Context: an optimization exercise on an open-source flow, tuned for small area, a short achievable clock period and few clock cycles per item. The choices shown serve that exercise and are no tape-out recipe.
The RTL was checked by simulation tests, not by an equivalence proof against the original design.
Power figures rest on the tool's default switching activity, not on a simulated workload.

==> flow/design.v (outline; a module is shown in full before it is edited, if it fits) <==
// module iir_st0: 461 lines
// module iir_stm: 571 lines
// module iir_stf: 12 lines
// module iir_biquad_tdm: 149 lines
module iir_biquad_tdm (
  input  logic               clk,
  input  logic               reset,
  input  logic               in_valid,
  output logic               in_ready,
  input  logic [1:0]         in_ch,
  input  logic [16:0]        x,
  input  logic               coef_we,
  input  logic [2:0]         coef_sel,
  input  logic [16:0]        coef_data,
  output logic               out_valid,
  output logic [1:0]         out_ch,
  output logic [16:0]        y,
  output logic               ovf
);
  // ...
==> flow/flow/run.sh <==
#!/bin/bash
# Standard ORFS layout with three changes to how it is made:
#  - after the standard synthesis, flow/invopt.py re-chooses the polarity of
#    each full adder (and of some two-level gates) to cancel the inverters
#    synthesis leaves between adders; the logic and registers are unchanged;
#  - the port buffers use a plain buffer cell instead of a delay buffer;
#  - the timing repair aims below the clock period (setup margin).
# Each tool's output goes to a log file of its own in this folder.
set -euo pipefail
cd "$(dirname "$0")/.."
KNOBS=(BUFFER_PORTS_ARGS="-buffer_cell sky130_fd_sc_hd__buf_4" SETUP_SLACK_MARGIN=9.3)
RES="$PWD/orfs/results/sky130hd/iir_biquad_tdm/base"
bash standard.sh "${KNOBS[@]}" "$RES/1_2_yosys.v" > flow_synth.log 2>&1
cp "$RES/1_2_yosys.v" yosys_netlist.v
python3 flow/invopt.py yosys_netlist.v "$RES/1_2_yosys.v" > invopt.log 2>&1
bash standard.sh "${KNOBS[@]}" finish > flow_make.log 2>&1
==> flow/flow/invopt.py <==
#!/usr/bin/env python3
"""Remove inverters around full adders in a flat Yosys netlist.

A full adder is self-dual: FA(~a, ~b, ~c) = (~cout, ~sum).  Choosing for each
adder whether it works on true or complemented signals (and whether each
xor2/xnor2 gate is an xor or an xnor) changes nothing the circuit computes, but
can cancel most inverters that synthesis leaves between adders.  This script
picks those polarities greedily to minimise the number of inverters, then
rewrites the netlist with one inverter per signal that still needs one.
Registers and ports are untouched.

usage: invopt.py IN.v OUT.v
"""
import re, sys
from collections import defaultdict

OUTPINS = {"X", "Y", "Q", "Q_N", "SUM", "COUT", "HI", "LO"}
INV_RE = re.compile(r"sky130_fd_sc_hd__(inv|clkinv)_\d+$")
FA_RE = re.compile(r"sky130_fd_sc_hd__fa_\d+$")
PAIRS = {"xor2": ("xnor2", "X", "Y"), "xnor2": ("xor2", "Y", "X"),
         "nand2": ("and2", "Y", "X"), "and2": ("nand2", "X", "Y"),
         "nor2": ("or2", "Y", "X"), "or2": ("nor2", "X", "Y"),
         "nand3": ("and3", "Y", "X"), "and3": ("nand3", "X", "Y"),
         "nor3": ("or3", "Y", "X"), "or3": ("nor3", "X", "Y"),
         "a21oi": ("a21o", "Y", "X"), "a21o": ("a21oi", "X", "Y"),
         "a22oi": ("a22o", "Y", "X"), "a22o": ("a22oi", "X", "Y"),
         "o21ai": ("o21a", "Y", "X"), "o21a": ("o21ai", "X", "Y"),
         "mux2i": ("mux2", "Y", "X"), "mux2": ("mux2i", "X", "Y")}
XOR_RE = re.compile(r"sky130_fd_sc_hd__(" + "|".join(PAIRS) + r")_(\d+)$")
LIB = "/OpenROAD-flow-scripts/flow/platforms/sky130hd/lib/sky130_fd_sc_hd__tt_025C_1v80.lib"
AREA = {}
for mm in re.finditer(r'cell \("?(sky130_fd_sc_hd__\w+)"?\)\s*\{.*?area\s*:\s*([\d.]+)', open(LIB).read(), re.S):
    AREA[mm.group(1)] = float(mm.group(2))
INV_AREA = 3.7536

def partner(t):
    mm = XOR_RE.match(t)
    o, pin_from, pin_to = PAIRS[mm.group(1)]
    for d in (mm.group(2), "1", "0", "2"):
        cand = f"sky130_fd_sc_hd__{o}_{d}"
        if cand in AREA:
            return cand, pin_from, pin_to
    return None

src = open(sys.argv[1]).read()
m = re.search(r"^module\s+(\S+)\s*\((.*?)\);", src, re.S | re.M)
body_start = m.end()
body_end = src.rindex("endmodule")
head, body, tail = src[:body_start], src[body_start:body_end], src[body_end:]

# split body into statements
cell_re = re.compile(r"^\s*(sky130_fd_sc_hd__\w+)\s+(\S+)\s*\((.*?)\);\s*$", re.S | re.M)
pin_re = re.compile(r"\.(\w+)\(\s*(.*?)\s*\)\s*(?:,|$)", re.S)

cells = []
for cm in cell_re.finditer(body):
    typ, name, conns = cm.group(1), cm.group(2), cm.group(3)
    pins = {}
    for pm in pin_re.finditer(conns):
        pins[pm.group(1)] = pm.group(2).strip()
    cells.append({"type": typ, "name": name, "pins": pins, "span": cm.span()})

other = cell_re.sub("", body)
# nets used in assign statements or as ports are left alone
port_names = set()
for decl in re.finditer(r"^\s*(input|output|inout)\s+(?:\[\d+:\d+\]\s*)?([^;]+);", other, re.M):
    for n in decl.group(2).split(","):
        port_names.add(n.strip())
assign_text = " ".join(re.findall(r"^\s*assign\s+.*?;", other, re.M | re.S))

def base(net):
    n = net.strip()
    if n.startswith("\\"):
        n = n.split()[0]
        return n[1:].split("[")[0] if False else n
    return re.sub(r"\[\d+\]$", "", n)

def protected(net):
    b = base(net)
    if b in port_names:
        return True
    if net in assign_text or (b and b in assign_text.split()):
        return True
    return False

driver = {}
for i, c in enumerate(cells):
    for p, n in c["pins"].items():
        if p in OUTPINS:
            driver[n] = (i, p)

def is_inv(c):
    return INV_RE.match(c["type"]) is not None

# inverters we may remove: input and output nets not protected
removable = set()
for i, c in enumerate(cells):
    if is_inv(c) and not protected(c["pins"]["Y"]) and not protected(c["pins"]["A"]):
        removable.add(i)

def root(net):
    par = 0
    seen = 0
    while net in driver and driver[net][0] in removable and seen < 100:
        net = cells[driver[net][0]]["pins"]["A"]
        par ^= 1
        seen += 1
    return net, par

# consumers: (root, parity, cell index, pin)
cons = defaultdict(list)
for i, c in enumerate(cells):
    if i in removable:
        continue
    for p, n in c["pins"].items():
        if p in OUTPINS or n.startswith("1'b") or n == "":
            continue
        r, par = root(n)
        cons[r].append((par, i, p))
# nets used by assigns / ports consumed through removable inverters: keep parity 0 use
for i in removable:
    pass

flip = defaultdict(int)            # cell index -> 0/1
def rootflip(r):
    d = driver.get(r)
    if d is None:
        return 0
    return flip[d[0]]

def need_inv(r):
    f = rootflip(r)
    for par, i, p in cons[r]:
        fi = flip[i] if FA_RE.match(cells[i]["type"]) else 0
        if par ^ fi ^ f:
            return 1
    return 0

flippable = [i for i, c in enumerate(cells)
             if FA_RE.match(c["type"]) or (XOR_RE.match(c["type"]) and partner(c["type"]))]
def adelta(i):
    c = cells[i]
    if not flip[i] or FA_RE.match(c["type"]):
        return 0.0
    return AREA[partner(c["type"])[0]] - AREA[c["type"]]
# roots touched by a flip of cell i
def touched(i):
    c = cells[i]
    rs = set()
    for p, n in c["pins"].items():
        if p in OUTPINS:
            rs.add(n)
        elif FA_RE.match(c["type"]) and not n.startswith("1'b"):
            rs.add(root(n)[0])
    return rs

touch = {i: touched(i) for i in flippable}
before = sum(need_inv(r) for r in list(cons))
for it in range(20):
    changed = 0
    for i in flippable:
        rs = touch[i]
        old = INV_AREA * sum(need_inv(r) for r in rs) + adelta(i)
        flip[i] ^= 1
        new = INV_AREA * sum(need_inv(r) for r in rs) + adelta(i)
        if new < old:
            changed += 1
        else:
            flip[i] ^= 1
    if not changed:
        break
import random, math
rng = random.Random(1)
def cost_of(i):
    return INV_AREA * sum(need_inv(r) for r in touch[i]) + adelta(i)
cur = INV_AREA * sum(need_inv(r) for r in list(cons)) + sum(adelta(i) for i in flippable)
best = cur
best_flip = dict(flip)
T0, NIT = 2.0, 400000
for it in range(NIT):
    T = T0 * (1 - it / NIT) + 1e-3
    i = flippable[rng.randrange(len(flippable))]
    old = cost_of(i)
    flip[i] ^= 1
    d = cost_of(i) - old
    if d <= 0 or rng.random() < math.exp(-d / T):
        cur += d
        if cur < best - 1e-9:
            best = cur
            best_flip = dict(flip)
    else:
        flip[i] ^= 1
flip.clear()
flip.update(best_flip)
after = sum(need_inv(r) for r in list(cons))
sys.stderr.write(f"inverters: {len(removable)} removable; signals needing one: {before} -> {after}\n")

# rewrite
def esc(n):
    return n + " " if n.startswith("\\") else n

newinv = {}
extra_cells = []
extra_wires = []
def inv_of(r):
    if r not in newinv:
        w = f"_invopt_{len(newinv)}_"
        newinv[r] = w
        extra_wires.append(f"  wire {w};")
        extra_cells.append(f"  sky130_fd_sc_hd__inv_1 {w}cell (\n    .A({esc(r)}),\n    .Y({w})\n  );")
    return newinv[r]

for r, lst in cons.items():
    f = rootflip(r)
    for par, i, p in lst:
        fi = flip[i] if FA_RE.match(cells[i]["type"]) else 0
        cells[i]["pins"][p] = inv_of(r) if (par ^ fi ^ f) else r
for i in flippable:
    if flip[i] and XOR_RE.match(cells[i]["type"]):
        nt, pf, pt = partner(cells[i]["type"])
        cells[i]["type"] = nt
        pins = cells[i]["pins"]
        pins[pt] = pins.pop(pf)

out = []
pos = 0
for i, c in enumerate(cells):
    s, e = c["span"]
    out.append(body[pos:s])
    pos = e
    if i in removable:
        continue
    pins = ",\n".join(f"    .{p}({esc(n)})" for p, n in c["pins"].items())
    out.append(f"  {c['type']} {c['name']} (\n{pins}\n  );")
out.append(body[pos:])
newbody = "".join(out)
newbody = "\n".join(extra_wires) + "\n" + newbody + "\n" + "\n".join(extra_cells) + "\n"
open(sys.argv[2], "w").write(head + newbody + tail)
==> flow/standard.sh <==
#!/bin/bash
# synth_recipe.tcl (not shown) runs the flow's synth.tcl, then flattens the netlist and writes it again
# the make line also repeats each setting of config.mk as NAME=value (left out here)
make -C /OpenROAD-flow-scripts/flow DESIGN_CONFIG=/design/flow/config.mk WORK_HOME=/design/flow/orfs CLKGATE_MAP_FILE= SYNTH_SCRIPT=/design/flow/synth_recipe.tcl "${@:-finish}"
==> flow/config.mk <==
export PLATFORM = sky130hd
export DESIGN_NAME = iir_biquad_tdm
export DESIGN_NICKNAME = iir_biquad_tdm
export VERILOG_FILES = /design/flow/design.v
export SDC_FILE = /design/flow/constraint.sdc
export NUM_CORES = 4
export LEC_CHECK = 0
export CAP_MARGIN = 20
export CORE_MARGIN = 2
export CORE_UTILIZATION = 40
export SLEW_MARGIN = 20
==> flow/constraint.sdc <==
create_clock -name core_clock -period 13.0 [get_ports {clk}]
set_input_delay 2.6000 -clock core_clock [delete_from_list [all_inputs] [get_ports {clk}]]
set_output_delay 2.6000 -clock core_clock [all_outputs]
set_load 0.01 [all_outputs]
==> metrics list, run 1 <==
- Of the total standard cell area in the layout, the multi-input combinational portion is 56.18%.
* Repair and plain buffers: 281
- Critical path capture point: in_ready
- Clock sink count: 832
- The finished cells cover 60700 µm².
- Number of vias per cell after detailed routing: 5.505
- Setup violations remaining at the end of the flow were counted as 0.
* Number of antenna violations at the first check in global routing: 4
* Critical Path Sink Type: output port
- The initial utilization of the core area, before any placement, comes to 40.18%.
* Share of cells above drive strength 1: 13.21%
- Setup repair after global routing could not meet its margin everywhere.
* FFs & Latches: 832
* Synthesized cell area: 54290 µm²
- For this run, the number of Yosys warnings is 9.
- Hold repair after CTS inserted 0 buffers.
- In this run the most critical hold path is launched from rx1[1][1]$_DFF_P_.
* Number of DRC markers after the initial detailed-route iteration: 3301
- Fraction of standard cell area that is sequential: 30.38%
* Floorplan die area: 138700 µm²
- GRT Max-Usage Layer: met2
- At the end of routability-driven placement, the weighted congestion stood at 0.8964.
- The smallest clock period supported by the final layout is computed as 3706 ps.
- Hold/Removal Path Class: flop to flop
- The design draws 14870 µW.
- The total count of hold-check failures in the final report was 0.
* Status: timing/DRC/antenna clean
* Register-to-Register Setup Slack: 9300 ps
- Mean Syn Cell Area: 11.97 µm²
* Power drawn by the sequential cells: 3910 µW
* Slowest stage cell, crit path: sky130_fd_sc_hd__dfxtp_2
- Routed wl met2: 67170 µm
- Residual overflow from global routing: 0
- Final Hold Slack: 317.9 ps
* Number of global-route vias before repair: 36260
* Cts repair resizes: 81
- Synthesized netlist net count: 5550
- In the synthesized netlist, the number of instances is 4536.
- Destination of the worst register-to-register timing path: p4b[17]$_DFF_P_
- The layout has 117 clock buffers.
- Clock-pin slew was measured on the worst setup and hold paths at 60 ps.
Testbench counts, summed over its fixed seeds: cycles 4,256, items 4,096.
==> run 2: changes to the inputs <==
--- a/flow/config.mk
+++ b/flow/config.mk
@@ -9,3 +9,5 @@
 export CORE_MARGIN = 2
 export CORE_UTILIZATION = 40
+export CTS_CLUSTER_DIAMETER = 80
+export CTS_CLUSTER_SIZE = 26
 export SLEW_MARGIN = 20
==> metrics list, run 2 <==
- Status: timing/DRC/antenna clean (unchanged).
* Worst-case headroom to the max-slew limit: 22.87% (was 20.42%)
- Global-route usage over all layers: 21.24% (was 21.43%)
- Number of maximum-capacitance constraint violations: 0 (unchanged)
- Mean Syn Cell Area: 11.97 µm² (unchanged)
- Starting Density: 40.18% (unchanged)
- Floorplan die area: 138700 µm² (unchanged)
- The CTS tree is yes (unchanged).
- Final Critical Period: 3719 ps (was 3706 ps)
- Reg2Reg Launch Point: ca1[19]$_DFFE_PP_ (was ry2[1][8]$_DFF_P_)
- Number of hold violations in the final report: 0 (unchanged)
- The maximum number of pins on one net before global-route repair came to 65 (unchanged).
- Delay of the slowest critical-path stage: 340 ps (was 330 ps)
* Most common library cell in the layout ignoring fill and taps: sky130_fd_sc_hd__fa_1 (unchanged)
- Total Nets Final: 5436 (was 5462)
- Total number of vias: 34410 (was 34690)
- Cell breakdown of the critical path: buf_6 (unchanged).
- Synthesized cell area: 54290 µm² (unchanged)
- Number of antenna-violating nets in the routed design: 0 (unchanged)
- The total iterations of the first detailed-routing run was 8 (was 6).
- Peak Freq: 268.9 MHz (was 269.8 MHz)
* Slowest stage cell, crit path: sky130_fd_sc_hd__dfxtp_2 (unchanged)
* Hold buffer count at CTS: 0 (unchanged)
* Period utilisation layout: 28.61% (was 28.51%)
- The required time at the worst-slack endpoint came to 10400 ps (about the same).
- The setup TNS after final layout is 0 ps (unchanged).
- Final setup vio count: 0 (unchanged)
- Overall power after layout: 13980 µW (was 14870 µW)
- Std-Cell Rows: 135 (unchanged)
- Warnings from Yosys: 9 (unchanged)
- Most frequent cells in the layout: sky130_fd_sc_hd__fa_1, sky130_fd_sc_hd__xnor2_1, sky130_fd_sc_hd__a22oi_1 (unchanged).
* Critical Path Sink Type: output port (unchanged)
- The mean number of vias per cell is 5.516 (was 5.505).
* Number of antenna violations at the first check in global routing: 4 (unchanged)
- The number of buffers and inverters on the critical path was 1 (unchanged).
- H-tree depth: 2 (was 3)
- The layout cell share with drive strength beyond 1 came to 12.68% (was 13.21%).
* Min-delay src: rx1[1][14]$_DFF_P_ (was rx1[1][1]$_DFF_P_)
- Number of instances in the synthesized netlist: 4536 (unchanged)
* Residual overflow from global routing: 0 (unchanged)
- Destination of the worst register-to-register timing path: p5b[19]$_DFF_P_ (was p4b[17]$_DFF_P_)
- Count of buffers from port buffering: 64 (unchanged)
- Clock network latency to the later pin of the worst-skew pair: 670 ps (was 660 ps)
- Total wirelength of the detailed-routed design: 147000 µm (was 147300 µm)
- The number of cells traversed by the worst hold path came to 0 (unchanged).
- The number of top-level design ports is 65 (unchanged).
- Unrepaired setup endpoints after global routing: true (unchanged)
* Final Skew: 58.98 ps (was 22.55 ps)
- GP Congestion: 0.8964 (unchanged)
* Reg2Reg Depth: 7 (unchanged)
- The area of the core came to 135100 µm² (unchanged).
* Max Root-Sink Buffers: 3 (unchanged)
* Synthesized netlist net count: 5550 (unchanged)
* Register-to-Register Setup Slack: 9370 ps (was 9300 ps)
* Setup crit start kind: flop (unchanged)
* Power density cells: 234.8 nW/µm² (was 245.0 nW/µm²)
- Data arrival at the endpoint of the critical path: 1120 ps (was 1110 ps)
- The static leakage power is 0.02144 µW (was 0.02205 µW).
- The number of pins with negative max-slew slack in the final report is 0 (unchanged).
- Relative area change from synthesis to final layout: 9.682% (was 11.80%)
- The classification of the worst setup path was flop to output port (unchanged).
- Worst-path fanout max: 1 (unchanged)
* Wire length of the first global-routing pass: 225600 µm (was 226900 µm)
- The clock root buffer master is sky130_fd_sc_hd__clkbuf_16 (unchanged).
- TritonCTS buffer count: 45 (was 84)
- The slew of the pin with the lowest slew margin was 1157 ps (was 1194 ps).
- The path class of the lowest-slack min-delay path is flop to flop (unchanged).
- Detailed-route DRC error count: 0 (unchanged)
* DP Wirelength: 106700 µm (unchanged)
- The vertical die dimension came to 372.4 µm (unchanged).
- Hold endpoint: rx1[0][14]$_DFF_P_ (was rx1[0][1]$_DFF_P_)
* Cell family contributing the most delay on the critical path: flip-flops (unchanged)
- The via count of the first global-routing pass is 35770 (was 36260).
* Number of DRC markers after the initial detailed-route iteration: 3385 (was 3301)
* Width of the chip: 372.4 µm (unchanged)
- The average wire length per cell after detail routing was 23.57 µm (was 23.38 µm).
- The clock sink count was 832 (unchanged).
* Max rail drop VDD: 119.2 µV (was 117.4 µV)
- Clock-pin slew of the registers on the worst-case setup and hold paths: 100 ps (was 60 ps)
==> run 2: how the worst max path moves through the flow <==
| stage | slack [ps] | from | depth (start not counted) | endpoint |
|---|---|---|---|---|
| finish | 9280 | rdy_q$_SDFF_PP0_ | 1 | in_ready |
| global route | 9230 | ca1[19]$_DFFE_PP_ | 7 | p5b[21]$_DFF_P_ |
| CTS | 9250 | rdy_q$_SDFF_PP0_ | 1 | in_ready |
| detailed placement | 8200 | coef_sel[0] | 10 | busy_q$_SDFF_PP1_ |
| global placement | 8190 | coef_sel[0] | 10 | busy_q$_SDFF_PP1_ |
| floorplan | 8670 | coef_sel[0] | 9 | busy_q$_SDFF_PP1_ |
==> run 2: through the flow <==
stage          utilization [%]  setup slack [ps]  cells  hold WS, ps  area (µm²)
2_1_floorplan                -              8665   4536        309.6       54420
3_3_place_gp             41.42              8187   6004        309.6       55970
3_5_place_dp             41.42              8204   6004        312.1       55970
4_1_cts                  43.41              9247   6192        323.2       58670
5_1_grt                  44.06              9235   6237        319.3       59540
6_report                 44.07              9281   6238        320.8       59550
==> run 2: per-layer routing <==
layer	global-route usage, %	share of wire (%)	vias up
li1	-	-	14940
met1	29.87	44	17690
met2	33.89	46	1510
met3	2.486	6.9	259
met4	7.445	3.4	0
met5	0	0	-
==> run 2: cell type report <==
type,count,area (µm²)
Antenna cell,1,2.502
Clock buffer,59,1199
Clock inverter,22,316.6
Fill cell,12480,75580
Inverter,101,434.2
Multi-Input combinational cell,3147,34210
Sequential cell,832,18440
Tap cell,1781,2228
Timing Repair Buffer,294,2714
Timing Repair inverter,1,5.005
==> run 2: repair_timing <==
action	4_1_cts	5_1_grt
setup buffers	106	45
resized for setup	90	105
cloned	1	0
pin swaps	3	35
setup endpoints to repair	196	90
==> run 2: worst register-to-register path: cells and delay by family (launching register included) <==
kind,cells,cell delay (ps)
adders and majority gates,5,2450
xor gates and xnor gates,1,250
DFF,1,490
buffers and inverters,1,330
==> run 2: where the power goes <==
part / switching [µW] / total (µW) / internal (µW)
Clock: 933 / 1650 / 716
Combinational: 4560 / 8440 / 3880
Sequential: 361 / 3900 / 3540
Total: 5850 / 14000 / 8130
==> run 3: changes to the inputs <==
--- a/flow/config.mk
+++ b/flow/config.mk
@@ -8,6 +8,7 @@
 export CAP_MARGIN = 20
 export CORE_MARGIN = 2
-export CORE_UTILIZATION = 40
+export CORE_UTILIZATION = 55
 export CTS_CLUSTER_DIAMETER = 80
 export CTS_CLUSTER_SIZE = 26
+export PLACE_DENSITY = 0.7
 export SLEW_MARGIN = 20
==> metrics list, run 3 <==
- Starting Density: 55.32% (was 40.18%)
- Most frequent cells in the layout: sky130_fd_sc_hd__fa_1, sky130_fd_sc_hd__xnor2_1, sky130_fd_sc_hd__a22oi_1 (unchanged).
- The length in cells of the worst reg-to-reg path is 7 (unchanged).
* Delay of the slowest critical-path stage: 340 ps (about the same)
- The max-capacitance violation count was 0 (unchanged).
- The detailed-routing wirelength on met1 is 57290 µm (was 64800 µm).
* Number of antenna violations at the first check in global routing: 3 (was 4)
- Top layer reached by signal wires: met4 (unchanged)
- The worst slew slack as a fraction of its limit came to 23.75% (was 22.87%).
- Total count of max-transition violations in the final report: 0 (unchanged)
* Number of vias per cell after detailed routing: 6.069 (was 5.516)
- Warnings from Yosys: 9 (unchanged)
* Routed wl met2: 69070 µm (was 67120 µm)
- Global-route usage over all layers: 28.52% (was 21.24%)
- The maximum number of pins on one net before global-route repair was 65 (unchanged).
* Hold buffer count at CTS: 0 (unchanged)
- The leading cell type in the layout, fill and taps excluded is sky130_fd_sc_hd__fa_1 (unchanged).
* Number of standard cells in the final layout excluding fillers: 5748 (was 6238)
* CP Buf/Inv Count: 1 (unchanged)
- Number of instances in the synthesized netlist: 4536 (unchanged)
- The fraction of the cycle the final worst path needs is 28.58% (was 28.61%).
- The total number of vias was 34880 (was 34410).
- The register-to-register setup slack is 9350 ps (was 9370 ps).
* Clock sink count: 832 (unchanged)
* Critical Path Sink Type: output port (unchanged)
- Mean Syn Cell Area: 11.97 µm² (unchanged)
- The cell depth of the worst setup path is 1 (unchanged).
* Reg2Reg Launch Point: cb1[19]$_DFFE_PP_ (was ca1[19]$_DFFE_PP_)
- Number of global-route vias before repair: 36300 (was 35770)
- Unrepaired setup endpoints after global routing: true (unchanged).
* Share of cells above drive strength 1: 12.21% (was 12.68%)
* Std-Cell Rows: 115 (was 135)
* H-tree depth: 2 (unchanged)
- The highest clock frequency the design can meet was 269.1 MHz (was 268.9 MHz).
- Data arrival at the endpoint of the critical path: 1120 ps (about the same)
- The x dimension of the die came to 318.2 µm (was 372.4 µm).
- The clock insertion delay at the later pin of the skew report came to 660 ps (was 670 ps).
- The classification of the worst setup path was flop to output port (unchanged).
- Power density cells: 237.2 nW/µm² (was 234.8 nW/µm²)
- Number of DRC markers after the initial detailed-route iteration: 3121 (was 3385)
- The global-route wire length before repair is 223000 µm (was 225600 µm).
- Worst-path fanout max: 1 (unchanged)
- The static leakage power is 0.02145 µW (was 0.02144 µW).
* Max rail drop VDD: 134.4 µV (was 119.2 µV)
- Area of the core: 98130 µm² (was 135100 µm²)
- Slowest stage cell, crit path: sky130_fd_sc_hd__dfxtp_2 (unchanged)
- Overall power after layout: 13960 µW (was 13980 µW)
* TritonCTS buffer count: 47 (was 45)
* Clock tree from TritonCTS: yes (unchanged)
- Floorplan die area: 101200 µm² (was 138700 µm²)
- Core Util, Final: 59.98% (was 44.07%)
* Die boundary height: 318.2 µm (was 372.4 µm)
* Critical path capture point: y[3] (was in_ready)
- The total half-perimeter wirelength after legalization and detailed placement is 105000 µm (was 106700 µm).
- The port buffer count is 64 (unchanged).
- The layout filler cell count is 7783 (was 12480).
* Cell family contributing the most delay on the critical path: flip-flops (unchanged)
* Cell breakdown of the critical path: buf_6 (unchanged)
- Wire per inst: 25.06 µm (was 23.57 µm)
- The terminus of the critical flop-to-flop path is p2b[19]$_DFF_P_ (was p5b[19]$_DFF_P_).
* Final Skew: 51.84 ps (was 58.98 ps)
- Length of routed met3 wiring: 11460 µm (was 10100 µm)
- Number of hold violations in the final report: 0 (unchanged)
* Final Critical Period: 3716 ps (was 3719 ps)
- Total wirelength of the detailed-routed design: 144000 µm (was 147000 µm)
- Count of TritonRoute iterations in the first routing pass: 6 (was 8)
- The launching instance or port of the critical path was y[3]$_DFF_P_ (was rdy_q$_SDFF_PP0_).
- Residual overflow from global routing: 0 (unchanged)
- The smallest hold slack is 319.4 ps (was 320.8 ps).
- The weighted congestion at the end of routability-driven global placement was 0.8912 (was 0.8964).
- The total placed cells including tap cells is 5518 (was 6004).
- Setup crit start kind: flop (unchanged)
- The net count of the mapped netlist came to 5550 (unchanged).
- Number of antenna-violating nets in the routed design: 0 (unchanged)
* Fin Setup TNS: 0 ps (unchanged)
- Detailed-route DRC error count: 0 (unchanged)
* Max Root-Sink Buffers: 3 (unchanged)
- The clock root buffer master is sky130_fd_sc_hd__clkbuf_16 (unchanged).
* Worst Path Required: 10400 ps (about the same)
- The path class of the lowest-slack min-delay path is flop to flop (unchanged).
- Number of primary I/O pins: 65 (unchanged)
- Status: timing/DRC/antenna clean (unchanged).
- The final net count is 5437 (was 5436).
* Pin slew with the least headroom to its limit: 1144 ps (was 1157 ps)
- The synthesis-to-finish area growth was 8.421% (was 9.682%).
- The area of the mapped netlist was 54290 µm² (unchanged).
- The number of endpoints failing setup at the final stage was 0 (unchanged).
- The clock-pin transition on the worst setup and hold timing paths came to 100 ps (about the same).
[run 3: worst reg2reg max path: stages (launching register included)]
cell,delay [ps]
sky130_fd_sc_hd__edfxtp_1,450
sky130_fd_sc_hd__clkinvlp_4,310
sky130_fd_sc_hd__xor2_1,320
sky130_fd_sc_hd__fa_1,480
sky130_fd_sc_hd__fa_1,520
sky130_fd_sc_hd__fa_2,430
sky130_fd_sc_hd__fa_1,510
sky130_fd_sc_hd__fa_1,530
[run 3: timing repair]
item                       CTS  global route
pin swaps                    0            42
cloned                       1             0
buffers inserted            99            42
hold endpoints to repair     0             0
gates resized for setup     84            83
setup endpoints to repair  185            97
[run 3: cell type report]
type,count,area (µm²),area share (%)
antenna,5,12.51,0.02126
clock buffer,58,1239,2.104
clock inverter,24,394.1,0.6696
inverter,101,426.7,0.7249
multi-input combinational,3147,34160,58.04
sequential,832,18440,31.32
tap,1287,1610,2.736
timing repair buffer,293,2574,4.373
timing repair inverter,1,5.005,0.008503
[run 3: metrics by stage]
step	setup WS, ps	cell area [µm²]
2_1_floorplan	8665	54420
3_3_place_gp	8215	55400
3_5_place_dp	8180	55420
4_1_cts	9246	58150
5_1_grt	9248	58850
6_report	9284	58860
[run 3: worst min-delay path by stage]
| stage | start | to | slack [ps] | depth (start not counted) |
|---|---|---|---|---|
| floorplan | p2a[35]$_DFF_P_ | p3b[35]$_DFF_P_ | 310 | 0 |
| global placement | rx2[1][4]$_DFF_P_ | rx2[0][4]$_DFF_P_ | 310 | 0 |
| detailed placement | rx1[1][8]$_DFF_P_ | rx1[0][8]$_DFF_P_ | 310 | 0 |
| CTS | ry1[2][8]$_DFF_P_ | ry1[1][8]$_DFF_P_ | 320 | 0 |
| global route | rx1[3][15]$_SDFF_PP0_ | rx1[2][15]$_DFF_P_ | 320 | 0 |
| finish | rx1[3][15]$_SDFF_PP0_ | rx1[2][15]$_DFF_P_ | 320 | 0 |
[run 3: routing by layer]
| metal | track usage (%) | vias to the layer above |
|---|---|---|
| met5 | 0 | - |
| met1 | 37.82 | 17800 |
| li1 | - | 14960 |
| met3 | 4.433 | 348 |
| met4 | 11.95 | 0 |
| met2 | 46.90 | 1779 |
[run 3: power breakdown]
group          switching (µW)  total [µW]  internal, µW
clock network             955        1730           772
registers                 380        3920          3530
logic                    4490        8320          3820

[re-timing with driven ports]
In the flow no input, the clock included, has a driving cell. The finished layouts below were timed again as built, in two steps.
Step 1: set_driving_cell puts a clkbuf_16 on clk and a buf_2 on each other input, an assumption about the parent block.
Step 2, shift: input delay + t, output delay - t, t = (earliest + latest rising clock arrival at the registers) / 2. This alone moves slack from input paths to output paths.
Three values: ideal, step 1, step 2; two values: the first two.
run | t (ns) | setup WS [ns] | clock arrival spread, ns | worst data-port slew with drivers (ns) | cell pins on the clock port's net
run 1 | 0.728 | 9.294 / 9.220 / 8.628 | 0.026 / 0.026 | 0.06 | 1
run 2 | 0.712 | 9.281 / 9.208 / 8.638 | 0.063 / 0.063 | 0.06 | 1
run 3 | 0.706 | 9.284 / 9.217 / 8.620 | 0.052 / 0.052 | 0.06 | 1
After both steps setup and hold are still met in every run listed. For run 1, which loses most, drivers alone change the setup slack by -0.074 ns; drivers and shift together by -0.666 ns.
